This is an optimization exercise on Yosys and OpenROAD, whose aim is small area, a short achievable clock period and few clock cycles per item, not a production implementation. In this exercise RTL edits were held to simulation tests only and were not proved equivalent to the original.

==> run a: inputs <==
## bucketed_hash_key_table_core
module bucketed_hash_key_table_core (
    input  logic        aclk,
    input  logic        aresetn,
    input  logic        s_valid,
    output logic        s_ready,
    input  logic [1:0]  s_req_type,
    input  logic [30:0] s_key_value,
    output logic        m_valid,
    input  logic        m_ready,
    output logic [2:0]  m_status
);
Settings: LEC_CHECK=0, CAP_MARGIN=20, CORE_MARGIN=2, CORE_UTILIZATION=65, CTS_CLUSTER_DIAMETER=150, CTS_CLUSTER_SIZE=24, SETUP_SLACK_MARGIN=3.6, SLEW_MARGIN=20; clock period 6.0 ns.
run.sh (not shown) runs the stock make flow with config.mk's settings and CLKGATE_MAP_FILE= SYNTH_SCRIPT=/design/flow/synth_recipe.tcl, a recipe that flattens the netlist after the stock synthesis.
==> run b: changes against run a <==
==> flow/design.v (replaced) <==
package bhkt_pkg;
    localparam int BUCKETS  = 16;    
    localparam int WAYS     = 4;
    localparam int KEY_W    = 31;
    localparam int BUCKET_W = (BUCKETS > 1) ? $clog2(BUCKETS) : 1;
    localparam int TAG_W    = KEY_W - BUCKET_W;   
    localparam logic [1:0] REQ_INSERT = 2'd0;
    localparam logic [1:0] REQ_DELETE = 2'd1;
    localparam logic [2:0] ST_INSERTED  = 3'd0;
    localparam logic [2:0] ST_DELETED   = 3'd1;
    localparam logic [2:0] ST_FOUND     = 3'd2;
    localparam logic [2:0] ST_NOT_FOUND = 3'd3;
    localparam logic [2:0] ST_FULL      = 3'd4;
endpackage
module bucketed_hash_key_table_core (
    input  logic        aclk,
    input  logic        aresetn,
    input  logic        s_valid,
    output logic        s_ready,
    input  logic [1:0]  s_req_type,
    input  logic [30:0] s_key_value,
    output logic        m_valid,
    input  logic        m_ready,
    output logic [2:0]  m_status
);
    localparam int BUCKETS  = bhkt_pkg::BUCKETS;
    localparam int WAYS     = bhkt_pkg::WAYS;
    localparam int KEY_W    = bhkt_pkg::KEY_W;
    localparam int BUCKET_W = bhkt_pkg::BUCKET_W;
    localparam int TAG_W    = bhkt_pkg::TAG_W;
    localparam logic [1:0] REQ_INSERT   = bhkt_pkg::REQ_INSERT;
    localparam logic [1:0] REQ_DELETE   = bhkt_pkg::REQ_DELETE;
    localparam logic [2:0] ST_INSERTED  = bhkt_pkg::ST_INSERTED;
    localparam logic [2:0] ST_DELETED   = bhkt_pkg::ST_DELETED;
    localparam logic [2:0] ST_FOUND     = bhkt_pkg::ST_FOUND;
    localparam logic [2:0] ST_NOT_FOUND = bhkt_pkg::ST_NOT_FOUND;
    localparam logic [2:0] ST_FULL      = bhkt_pkg::ST_FULL;
    localparam int OUTQ = 5;
    logic [TAG_W-1:0]   tag_q [BUCKETS][WAYS];
    logic [WAYS-1:0]    val_q [BUCKETS];
    logic               s_ready_reg;
    logic               s_accept;
    logic               r_valid, x1_valid, x2_valid;
    logic [1:0]         r_type, x1_type;
    logic [KEY_W-1:0]   r_key, x1_key;
    logic [BUCKETS-1:0] r_oh;            
    logic               r_same2;         
    logic               x1_same2;        
    logic [TAG_W-1:0]   x1_row [WAYS];
    logic [WAYS-1:0]    x1_v;            
    logic [TAG_W-1:0]   x2_tag;
    logic [BUCKETS-1:0] x2_oh;           
    logic               x2_ins;          
    logic [WAYS-1:0]    x2_we;           
    logic [WAYS-1:0]    x2_wi;           
    logic [2:0]         x2_status;
    assign s_accept = s_valid && s_ready_reg;
    always_ff @(posedge aclk) begin
        r_type  <= s_req_type;
        r_key   <= s_key_value;
        r_same2 <= (s_key_value[BUCKET_W-1:0] == x1_key[BUCKET_W-1:0]);
        for (int b = 0; b < BUCKETS; b++) r_oh[b] <= (s_key_value[BUCKET_W-1:0] == BUCKET_W'(b));
    end
    always_ff @(posedge aclk) begin
        for (int b = 0; b < BUCKETS; b++) begin
            for (int w = 0; w < WAYS; w++) begin
                if (x2_wi[w] && x2_oh[b]) tag_q[b][w] <= x2_tag;
            end
        end
    end
    always_ff @(posedge aclk) begin
        for (int b = 0; b < BUCKETS; b++) begin
            for (int w = 0; w < WAYS; w++) begin
                if (!aresetn)                 val_q[b][w] <= 1'b0;
                else if (x2_we[w] && x2_oh[b]) val_q[b][w] <= x2_ins;
            end
        end
    end
    logic [WAYS-1:0]   r_v;
    logic [TAG_W-1:0]  r_row [WAYS];
    logic              fwd_r;        
    always_comb begin
        r_v = '0;
        for (int w = 0; w < WAYS; w++) r_row[w] = '0;
        for (int b = 0; b < BUCKETS; b++) begin
            r_v = r_v | (val_q[b] & {WAYS{r_oh[b]}});
            for (int w = 0; w < WAYS; w++) r_row[w] = r_row[w] | (tag_q[b][w] & {TAG_W{r_oh[b]}});
        end
    end
    assign fwd_r = x2_valid && r_same2;
    always_ff @(posedge aclk) begin
        x1_type  <= r_type;
        x1_key   <= r_key;
        x1_same2 <= (r_key[BUCKET_W-1:0] == x1_key[BUCKET_W-1:0]);
        for (int w = 0; w < WAYS; w++) begin
            x1_row[w] <= (fwd_r && x2_wi[w]) ? x2_tag : r_row[w];
            x1_v[w]   <= (fwd_r && x2_we[w]) ? x2_ins : r_v[w];
        end
    end
    logic [TAG_W-1:0]  x1_tag;
    logic              fwd_1;        
    logic [WAYS-1:0]   c;            
    logic              k;            
    logic [WAYS-1:0]   eq, v, match, hit, ins_pos, we;
    logic              is_ins, is_del, full, found;
    logic [2:0]        status;
    assign x1_tag = x1_key[KEY_W-1:BUCKET_W];
    assign fwd_1  = x2_valid && x1_same2;
    assign is_ins = (x1_type == REQ_INSERT);
    assign is_del = (x1_type == REQ_DELETE);
    always_comb begin
        for (int w = 0; w < WAYS; w++) c[w] = (x1_row[w] == x1_tag);
        k = (x2_tag == x1_tag);
        for (int w = 0; w < WAYS; w++) begin
            eq[w] = (fwd_1 && x2_wi[w]) ? k : c[w];
            v[w]  = (fwd_1 && x2_we[w]) ? x2_ins : x1_v[w];
        end
        match = v & eq;
        full  = &v;
        found = |match;
        for (int w = 0; w < WAYS; w++) begin
            hit[w]     = match[w];
            ins_pos[w] = !v[w];
            for (int j = 0; j < w; j++) begin
                hit[w]     = hit[w] && !match[j];
                ins_pos[w] = ins_pos[w] && v[j];
            end
            we[w] = x1_valid && ((is_ins && ins_pos[w]) || (is_del && hit[w]));
        end
        if (is_ins)      status = full ? ST_FULL : ST_INSERTED;
        else if (is_del) status = found ? ST_DELETED : ST_NOT_FOUND;
        else             status = found ? ST_FOUND : ST_NOT_FOUND;
    end
    always_ff @(posedge aclk) begin
        x2_tag    <= x1_tag;
        x2_ins    <= is_ins;
        for (int b = 0; b < BUCKETS; b++) x2_oh[b] <= (x1_key[BUCKET_W-1:0] == BUCKET_W'(b));
        for (int w = 0; w < WAYS; w++) begin
            x2_we[w] <= aresetn && we[w];
            x2_wi[w] <= aresetn && we[w] && is_ins;
        end
        x2_status <= status;
    end
    logic [2:0]           q [OUTQ];
    logic [OUTQ-1:0]      qv, qv_pop, qv_next;
    logic [OUTQ-1:0]      n_out, n_next;
    logic                 m_valid_reg;
    logic                 pop;
    assign pop     = m_valid_reg && m_ready;
    assign qv_pop  = pop ? {1'b0, qv[OUTQ-1:1]} : qv;
    assign qv_next = x2_valid ? {qv_pop[OUTQ-2:0], 1'b1} : qv_pop;
    always_comb begin
        n_next = n_out;
        if (s_accept && !pop)      n_next = {n_out[OUTQ-2:0], 1'b1};
        else if (!s_accept && pop) n_next = {1'b0, n_out[OUTQ-1:1]};
    end
    always_ff @(posedge aclk) begin
        if (!aresetn) begin
            s_ready_reg <= 1'b1;
            r_valid     <= 1'b0;
            x1_valid    <= 1'b0;
            x2_valid    <= 1'b0;
            qv          <= '0;
            n_out       <= '0;
            m_valid_reg <= 1'b0;
        end else begin
            r_valid     <= s_accept;
            x1_valid    <= r_valid;
            x2_valid    <= x1_valid;
            n_out       <= n_next;
            s_ready_reg <= !n_next[OUTQ-1];
            qv          <= qv_next;
            m_valid_reg <= qv_next[0];
        end
    end
    always_ff @(posedge aclk) begin
        for (int i = 0; i < OUTQ; i++) begin
            if (pop)
                q[i] <= (i < OUTQ-1 && qv[(i+1) % OUTQ]) ? q[(i+1) % OUTQ] : x2_status;
            else
                q[i] <= qv[i] ? q[i] : x2_status;
        end
    end
    assign s_ready  = s_ready_reg;
    assign m_valid  = m_valid_reg;
    assign m_status = q[0];
endmodule
==> run c: changes against run a <==
==> flow/design.v (replaced) <==
package bhkt_pkg;
    localparam int BUCKETS  = 16;    
    localparam int WAYS     = 4;
    localparam int KEY_W    = 31;
    localparam int BUCKET_W = (BUCKETS > 1) ? $clog2(BUCKETS) : 1;
    localparam int TAG_W    = KEY_W - BUCKET_W;   
    localparam logic [1:0] REQ_INSERT = 2'd0;
    localparam logic [1:0] REQ_DELETE = 2'd1;
    localparam logic [2:0] ST_INSERTED  = 3'd0;
    localparam logic [2:0] ST_DELETED   = 3'd1;
    localparam logic [2:0] ST_FOUND     = 3'd2;
    localparam logic [2:0] ST_NOT_FOUND = 3'd3;
    localparam logic [2:0] ST_FULL      = 3'd4;
endpackage
module bucketed_hash_key_table_core (
    input  logic        aclk,
    input  logic        aresetn,
    input  logic        s_valid,
    output logic        s_ready,
    input  logic [1:0]  s_req_type,
    input  logic [30:0] s_key_value,
    output logic        m_valid,
    input  logic        m_ready,
    output logic [2:0]  m_status
);
    localparam int BUCKETS  = bhkt_pkg::BUCKETS;
    localparam int WAYS     = bhkt_pkg::WAYS;
    localparam int KEY_W    = bhkt_pkg::KEY_W;
    localparam int BUCKET_W = bhkt_pkg::BUCKET_W;
    localparam int TAG_W    = bhkt_pkg::TAG_W;
    localparam logic [1:0] REQ_INSERT   = bhkt_pkg::REQ_INSERT;
    localparam logic [1:0] REQ_DELETE   = bhkt_pkg::REQ_DELETE;
    localparam logic [2:0] ST_INSERTED  = bhkt_pkg::ST_INSERTED;
    localparam logic [2:0] ST_DELETED   = bhkt_pkg::ST_DELETED;
    localparam logic [2:0] ST_FOUND     = bhkt_pkg::ST_FOUND;
    localparam logic [2:0] ST_NOT_FOUND = bhkt_pkg::ST_NOT_FOUND;
    localparam logic [2:0] ST_FULL      = bhkt_pkg::ST_FULL;
    localparam int OUTQ = 5;
    logic [TAG_W-1:0]   tag_q [BUCKETS][WAYS];
    logic [WAYS-1:0]    val_q [BUCKETS];
    logic               s_ready_reg;
    logic               s_accept;
    logic               r_valid, x1_valid, x2_valid;
    logic [1:0]         r_type, x1_type;
    logic [KEY_W-1:0]   r_key, x1_key;
    logic [BUCKETS-1:0] r_oh;            
    logic               r_same2;         
    logic               x1_same2;        
    logic [TAG_W-1:0]   x1_row [WAYS];
    logic [WAYS-1:0]    x1_v;            
    logic [TAG_W-1:0]   x2_tag;
    logic [BUCKETS-1:0] x2_oh;           
    logic               x2_ins;          
    logic [WAYS-1:0]    x2_we;           
    logic [WAYS-1:0]    x2_wi;           
    logic [2:0]         x2_status;
    assign s_accept = s_valid && s_ready_reg;
    always_ff @(posedge aclk) begin
        r_type  <= s_req_type;
        r_key   <= s_key_value;
        r_same2 <= (s_key_value[BUCKET_W-1:0] == x1_key[BUCKET_W-1:0]);
        for (int b = 0; b < BUCKETS; b++) r_oh[b] <= (s_key_value[BUCKET_W-1:0] == BUCKET_W'(b));
    end
    always_ff @(posedge aclk) begin
        for (int b = 0; b < BUCKETS; b++) begin
            for (int w = 0; w < WAYS; w++) begin
                if (x2_wi[w] && x2_oh[b]) tag_q[b][w] <= x2_tag;
            end
        end
    end
    always_ff @(posedge aclk) begin
        for (int b = 0; b < BUCKETS; b++) begin
            for (int w = 0; w < WAYS; w++) begin
                if (!aresetn)                 val_q[b][w] <= 1'b0;
                else if (x2_we[w] && x2_oh[b]) val_q[b][w] <= x2_ins;
            end
        end
    end
    logic [WAYS-1:0]   r_v;
    logic [TAG_W-1:0]  r_row [WAYS];
    logic              fwd_r;        
    always_comb begin
        r_v = '0;
        for (int w = 0; w < WAYS; w++) r_row[w] = '0;
        for (int b = 0; b < BUCKETS; b++) begin
            r_v = r_v | (val_q[b] & {WAYS{r_oh[b]}});
            for (int w = 0; w < WAYS; w++) r_row[w] = r_row[w] | (tag_q[b][w] & {TAG_W{r_oh[b]}});
        end
    end
    assign fwd_r = r_same2;
    always_ff @(posedge aclk) begin
        x1_type  <= r_type;
        x1_key   <= r_key;
        x1_same2 <= (r_key[BUCKET_W-1:0] == x1_key[BUCKET_W-1:0]);
        for (int w = 0; w < WAYS; w++) begin
            x1_row[w] <= (fwd_r && x2_wi[w]) ? x2_tag : r_row[w];
            x1_v[w]   <= (fwd_r && x2_we[w]) ? x2_ins : r_v[w];
        end
    end
    logic [TAG_W-1:0]  x1_tag;
    logic              fwd_1;        
    logic [WAYS-1:0]   c;            
    logic              k;            
    logic [WAYS-1:0]   eq, v, match, hit, ins_pos, we;
    logic              is_ins, is_del, full, found;
    logic [2:0]        status;
    assign x1_tag = x1_key[KEY_W-1:BUCKET_W];
    assign fwd_1  = x1_same2;
    assign is_ins = (x1_type == REQ_INSERT);
    assign is_del = (x1_type == REQ_DELETE);
    always_comb begin
        for (int w = 0; w < WAYS; w++) c[w] = (x1_row[w] == x1_tag);
        k = (x2_tag == x1_tag);
        for (int w = 0; w < WAYS; w++) begin
            eq[w] = (fwd_1 && x2_wi[w]) ? k : c[w];
            v[w]  = (fwd_1 && x2_we[w]) ? x2_ins : x1_v[w];
        end
        match = v & eq;
        full  = &v;
        found = |match;
        for (int w = 0; w < WAYS; w++) begin
            hit[w]     = match[w];
            ins_pos[w] = !v[w];
            for (int j = 0; j < w; j++) begin
                hit[w]     = hit[w] && !match[j];
                ins_pos[w] = ins_pos[w] && v[j];
            end
            we[w] = x1_valid && ((is_ins && ins_pos[w]) || (is_del && hit[w]));
        end
        if (is_ins)      status = full ? ST_FULL : ST_INSERTED;
        else if (is_del) status = found ? ST_DELETED : ST_NOT_FOUND;
        else             status = found ? ST_FOUND : ST_NOT_FOUND;
    end
    always_ff @(posedge aclk) begin
        x2_tag    <= x1_tag;
        x2_ins    <= is_ins;
        for (int b = 0; b < BUCKETS; b++) x2_oh[b] <= (x1_key[BUCKET_W-1:0] == BUCKET_W'(b));
        for (int w = 0; w < WAYS; w++) begin
            x2_we[w] <= aresetn && we[w];
            x2_wi[w] <= aresetn && we[w] && is_ins;
        end
        x2_status <= status;
    end
    logic [2:0]           q [OUTQ];
    logic [OUTQ-1:0]      qv, qv_pop, qv_next;
    logic [OUTQ-1:0]      n_out, n_next;
    logic                 m_valid_reg;
    logic                 pop;
    assign pop     = qv[0] && m_ready;
    assign qv_pop  = pop ? {1'b0, qv[OUTQ-1:1]} : qv;
    assign qv_next = x2_valid ? {qv_pop[OUTQ-2:0], 1'b1} : qv_pop;
    always_comb begin
        n_next = n_out;
        if (s_accept && !pop)      n_next = {n_out[OUTQ-2:0], 1'b1};
        else if (!s_accept && pop) n_next = {1'b0, n_out[OUTQ-1:1]};
    end
    always_ff @(posedge aclk) begin
        if (!aresetn) begin
            s_ready_reg <= 1'b1;
            r_valid     <= 1'b0;
            x1_valid    <= 1'b0;
            x2_valid    <= 1'b0;
            qv          <= '0;
            n_out       <= '0;
            m_valid_reg <= 1'b0;
        end else begin
            r_valid     <= s_accept;
            x1_valid    <= r_valid;
            x2_valid    <= x1_valid;
            n_out       <= n_next;
            s_ready_reg <= !n_next[OUTQ-1];
            qv          <= qv_next;
            m_valid_reg <= x2_valid || qv[1] || (qv[0] && !m_ready);
        end
    end
    always_ff @(posedge aclk) begin
        for (int i = 0; i < OUTQ; i++) begin
            if (pop)
                q[i] <= (i < OUTQ-1 && qv[(i+1) % OUTQ]) ? q[(i+1) % OUTQ] : x2_status;
            else
                q[i] <= qv[i] ? q[i] : x2_status;
        end
    end
    logic [2:0] m_status_reg;
    always_ff @(posedge aclk) begin
        if (!pop && qv[0])      m_status_reg <= q[0];
        else if (pop && qv[1])  m_status_reg <= q[1];
        else                    m_status_reg <= x2_status;
    end
    assign s_ready  = s_ready_reg;
    assign m_valid  = m_valid_reg;
    assign m_status = m_status_reg;
endmodule
==> out/metrics.yaml <==
detailed_routing:
  drt-met1-wl_microns: 89890
run_status:
  status: "timing/DRC/antenna clean"
global_routing:
  grt_util_met3_pct: 8.806
cells_and_area:
  num-nonclk-inverters: 83
power_and_ir_drop:
  finalPower_mw: 25.99
worst_setup_path:
  critPathTopFamily: "flip-flops"
yosys:
  ys_warn_count: 9
sta:
  period_share_pct: 41.72
(the above is from run a)
==> out/metrics.yaml <==
run_status:
  status: "timing/DRC/antenna clean"
power_and_ir_drop:
  powerClk_mw: 7.48
  finalPower_mw: 24.43
cells_and_area:
  num-nonclk-inverters: 9
  drive_above_1_share_pct: 8.021
worst_setup_path:
  critPathTopFamily: "flip-flops"
  cp_max_fo: 1
  worst_ep_required_time_ps: 4800
global_routing:
  gr-usage-all-layers_pct: 36.86
  grt_util_met3_pct: 7.839
yosys:
  synth.most_common_cell: "edfxtp_1"
  ys_warn_count: 6
sta:
  period_share_pct: 41.68
(the above is from run b)
==> out/metrics.yaml <==
detailed_routing:
  drt-met1-wl_microns: 85160
  route.met2.wl_microns: 103100
run_status:
  status: "timing/DRC/antenna clean"
worst_setup_path:
  critPathTopFamily: "simple AND/OR/NAND/NOR gates"
cts:
  clk_pin_slew_ps: 100
sta:
  period_share_pct: 41.73
cells_and_area:
  num-nonclk-inverters: 8
global_routing:
  grt_util_met3_pct: 7.457
power_and_ir_drop:
  finalPower_mw: 24.50
(the above is from run c)
Testbench counts of run a, summed over its fixed seeds: cycles 24,032, items 24,000.
Testbench counts of run b, summed over its fixed seeds: cycles 24,032, items 24,000.
Testbench counts of run c, summed over its fixed seeds: cycles 24,032, items 24,000.

## static timing again, ports no longer ideal
The results above use ideal ports. As a check the final layouts listed here were re-extracted and re-timed, cells and wires unchanged. Step 1 (the two cells are an assumption about what drives the block):
set clk [get_ports {aclk}]
set_driving_cell -lib_cell sky130_fd_sc_hd__clkbuf_16 $clk
set_driving_cell -lib_cell sky130_fd_sc_hd__buf_2 [delete_from_list [all_inputs] $clk]
Step 2 times the ports against the registers' clock, not the clock port: input delays grow and output delays shrink by t, the midpoint of the rising clock arrivals with the driver on. Slacks: ideal / step 1 / step 2; pairs: ideal / step 1.
run | t, ns | slack for setup (ns) | worst setup path at the end | worst register clock-pin slew, ns | pins driven straight from the clock port
run a | 0.814 | 3.497 / 3.423 / 3.036 | input to register | 0.11 / 0.11 | 1
run b | 0.784 | 3.499 / 3.427 / 3.019 | input to register | 0.10 / 0.10 | 1
run c | 0.810 | 3.496 / 3.496 / 2.962 | input to register | 0.10 / 0.10 | 1
After both steps every run listed still meets setup and hold. The setup slack of run c, which loses most, moves by 0.000 ns with the drivers and by -0.534 ns with both steps.
